From an optimization exercise on the open Yosys and OpenROAD flow, aimed at small area, a short achievable clock period and few clock cycles; shortcuts taken in it are not production practice.
The RTL was checked by simulation tests, not by an equivalence proof against the original design.
Power figures rest on the tool's default switching activity, not on a simulated workload.

## ipdc_top
module ipdc_top (
	input  logic             i_clk,
	input  logic             i_rst_n,
	input  logic             i_op_valid,
	input  logic [2:0]       i_op_mode,
	input  logic             i_in_valid,
	input  ipdc_pkg::pixel_t i_in_data,
	output logic             o_in_ready,
	output logic             o_out_valid,
	output ipdc_pkg::pixel_t o_out_data
);
	logic             wr0;
	logic             wr32;
	ipdc_pkg::pixel_t wr_data;
	logic             rd_valid;
	logic             rd_ycc;
	logic [15:0]      sel;
	ipdc_pkg::pixel_t tap_data;
	logic             s2_v;
	logic             s2_ycc;
	ipdc_pkg::pixel_t s2_d;
	op_ctrl u_op_ctrl (
		.i_clk       (i_clk),
		.i_rst_n     (i_rst_n),
		.i_op_valid  (i_op_valid),
		.i_op_mode   (i_op_mode),
		.i_in_valid  (i_in_valid),
		.i_in_data   (i_in_data),
		.o_in_ready  (o_in_ready),
		.o_wr0       (wr0),
		.o_wr32      (wr32),
		.o_wr_data   (wr_data),
		.o_rd_valid  (rd_valid),
		.o_rd_ycc    (rd_ycc),
		.o_sel       (sel)
	);
	image_buffer u_image_buffer (
		.i_clk      (i_clk),
		.i_wr0      (wr0),
		.i_wr32     (wr32),
		.i_wr_data  (wr_data),
		.i_sel      (sel),
		.o_tap_data (tap_data)
	);
	always_ff @(posedge i_clk or negedge i_rst_n) begin
		if (!i_rst_n) begin
			s2_v   <= 1'b0;
			s2_ycc <= 1'b0;
		end else begin
			s2_v   <= rd_valid;
			s2_ycc <= rd_ycc;
		end
	end
	always_ff @(posedge i_clk) begin
		s2_d <= tap_data;
	end
	color_output u_color_output (
		.i_clk       (i_clk),
		.i_rst_n     (i_rst_n),
		.i_valid     (s2_v),
		.i_ycc       (s2_ycc),
		.i_pixel     (s2_d),
		.o_out_valid (o_out_valid),
		.o_out_data  (o_out_data)
	);
endmodule
For scale: roughly 1700 flip-flops, about 57 I/O pins.
clock: 5.5 ns
lec_check: 0
cap_margin: 20
core_margin: 2
core_utilization: 60
cts_buf_list: sky130_fd_sc_hd__clkbuf_16
cts_cluster_diameter: 55
cts_cluster_size: 34
place_density: 0.7
setup_slack_margin: 3.4
slew_margin: 20
run.sh (not shown) runs the stock make flow with config.mk's settings and CLKGATE_MAP_FILE= SYNTH_SCRIPT=/design/flow/synth_recipe.tcl, a recipe that flattens the netlist after the stock synthesis.
Testbench counts at the start, summed over its fixed seeds: cycles 6,749.
Edit:
CTS_CLUSTER_DIAMETER = 50   (was 55)
CTS_CLUSTER_SIZE = 40   (was 34)
Result:
- worst setup slack got worse by 24 ps
- synthesized area stays the same
- cell area increases by 1.7%
- synthesized cell count does not change

========
ipdc_top again, from the RTL that the note above started with.
Design ipdc_top, start of the top module:
module ipdc_top (
	input  logic             i_clk,
	input  logic             i_rst_n,
	input  logic             i_op_valid,
	input  logic [2:0]       i_op_mode,
	input  logic             i_in_valid,
	input  ipdc_pkg::pixel_t i_in_data,
	output logic             o_in_ready,
	output logic             o_out_valid,
	output ipdc_pkg::pixel_t o_out_data
);
export LEC_CHECK = 0
export CAP_MARGIN = 20
export CORE_MARGIN = 2
export CORE_UTILIZATION = 60
export CTS_BUF_LIST = sky130_fd_sc_hd__clkbuf_16
export CTS_CLUSTER_DIAMETER = 60
export CTS_CLUSTER_SIZE = 36
export PLACE_DENSITY = 0.7
export SETUP_SLACK_MARGIN = 3.4
export SLEW_MARGIN = 20
create_clock -name core_clock -period 5.5 [get_ports {i_clk}]
The baseline produced a clean layout.
Testbench counts at the start, summed over its fixed seeds: cycles 6,749.
==> next run, changes <==
--- a/flow/config.mk
+++ b/flow/config.mk
@@ -10,7 +10,7 @@
 export CORE_UTILIZATION = 60
 export CTS_BUF_LIST = sky130_fd_sc_hd__clkbuf_16
-export CTS_CLUSTER_DIAMETER = 60
-export CTS_CLUSTER_SIZE = 36
+export CTS_CLUSTER_DIAMETER = 55
+export CTS_CLUSTER_SIZE = 32
 export PLACE_DENSITY = 0.7
-export SETUP_SLACK_MARGIN = 3.4
+export SETUP_SLACK_MARGIN = 3.3
 export SLEW_MARGIN = 20
Effect: The new run completed with no timing, DRC or antenna violations. Global-route usage is higher by 0.37 points. Total power is higher by about 4.3%. Worst setup slack loses 16 ps. Cell count is higher by about 0.75%. Design area is higher by about 1.5%. Routed wire length is higher by 1.7%. Clock power is higher by about 18%. Maximum frequency is lower by 0.73%. Utilization is higher by 0.98 points.

[what the ideal ports hide]
No port has a modelled driver above. Below, the same layouts with a new extraction and two added sets of constraints.
Step 1: set_driving_cell puts a clkbuf_16 on i_clk and a buf_2 on each other input, an assumption about the parent block.
Step 2 also shifts input and output timing later by t, the mid clock arrival at the registers, as if the neighbouring blocks saw the same clock.
a / b / c = no drivers / after step 1 / after step 2; a / b = the first two.
run | t (ns) | setup slack, ns | worst hold slack (ns) | worst data-port slew with drivers (ns)
the first run of note 1 | 0.720 | 3.283 / 3.220 / 2.882 | 0.304 / 0.304 / 0.304 | 0.08
the second run of note 1 | 0.742 | 3.259 / 3.193 / 2.692 | 0.308 / 0.308 / 0.308 | 0.08
the first run of note 2 | 0.698 | 3.292 / 3.229 / 2.879 | 0.311 / 0.311 / 0.311 | 0.07
the second run of note 2 | 0.724 | 3.275 / 3.210 / 2.650 | 0.312 / 0.312 / 0.312 | 0.09
After both steps setup and hold are still met in every run listed. The setup slack of the second run of note 2, which loses most, moves by -0.065 ns with the drivers and by -0.625 ns with both steps.
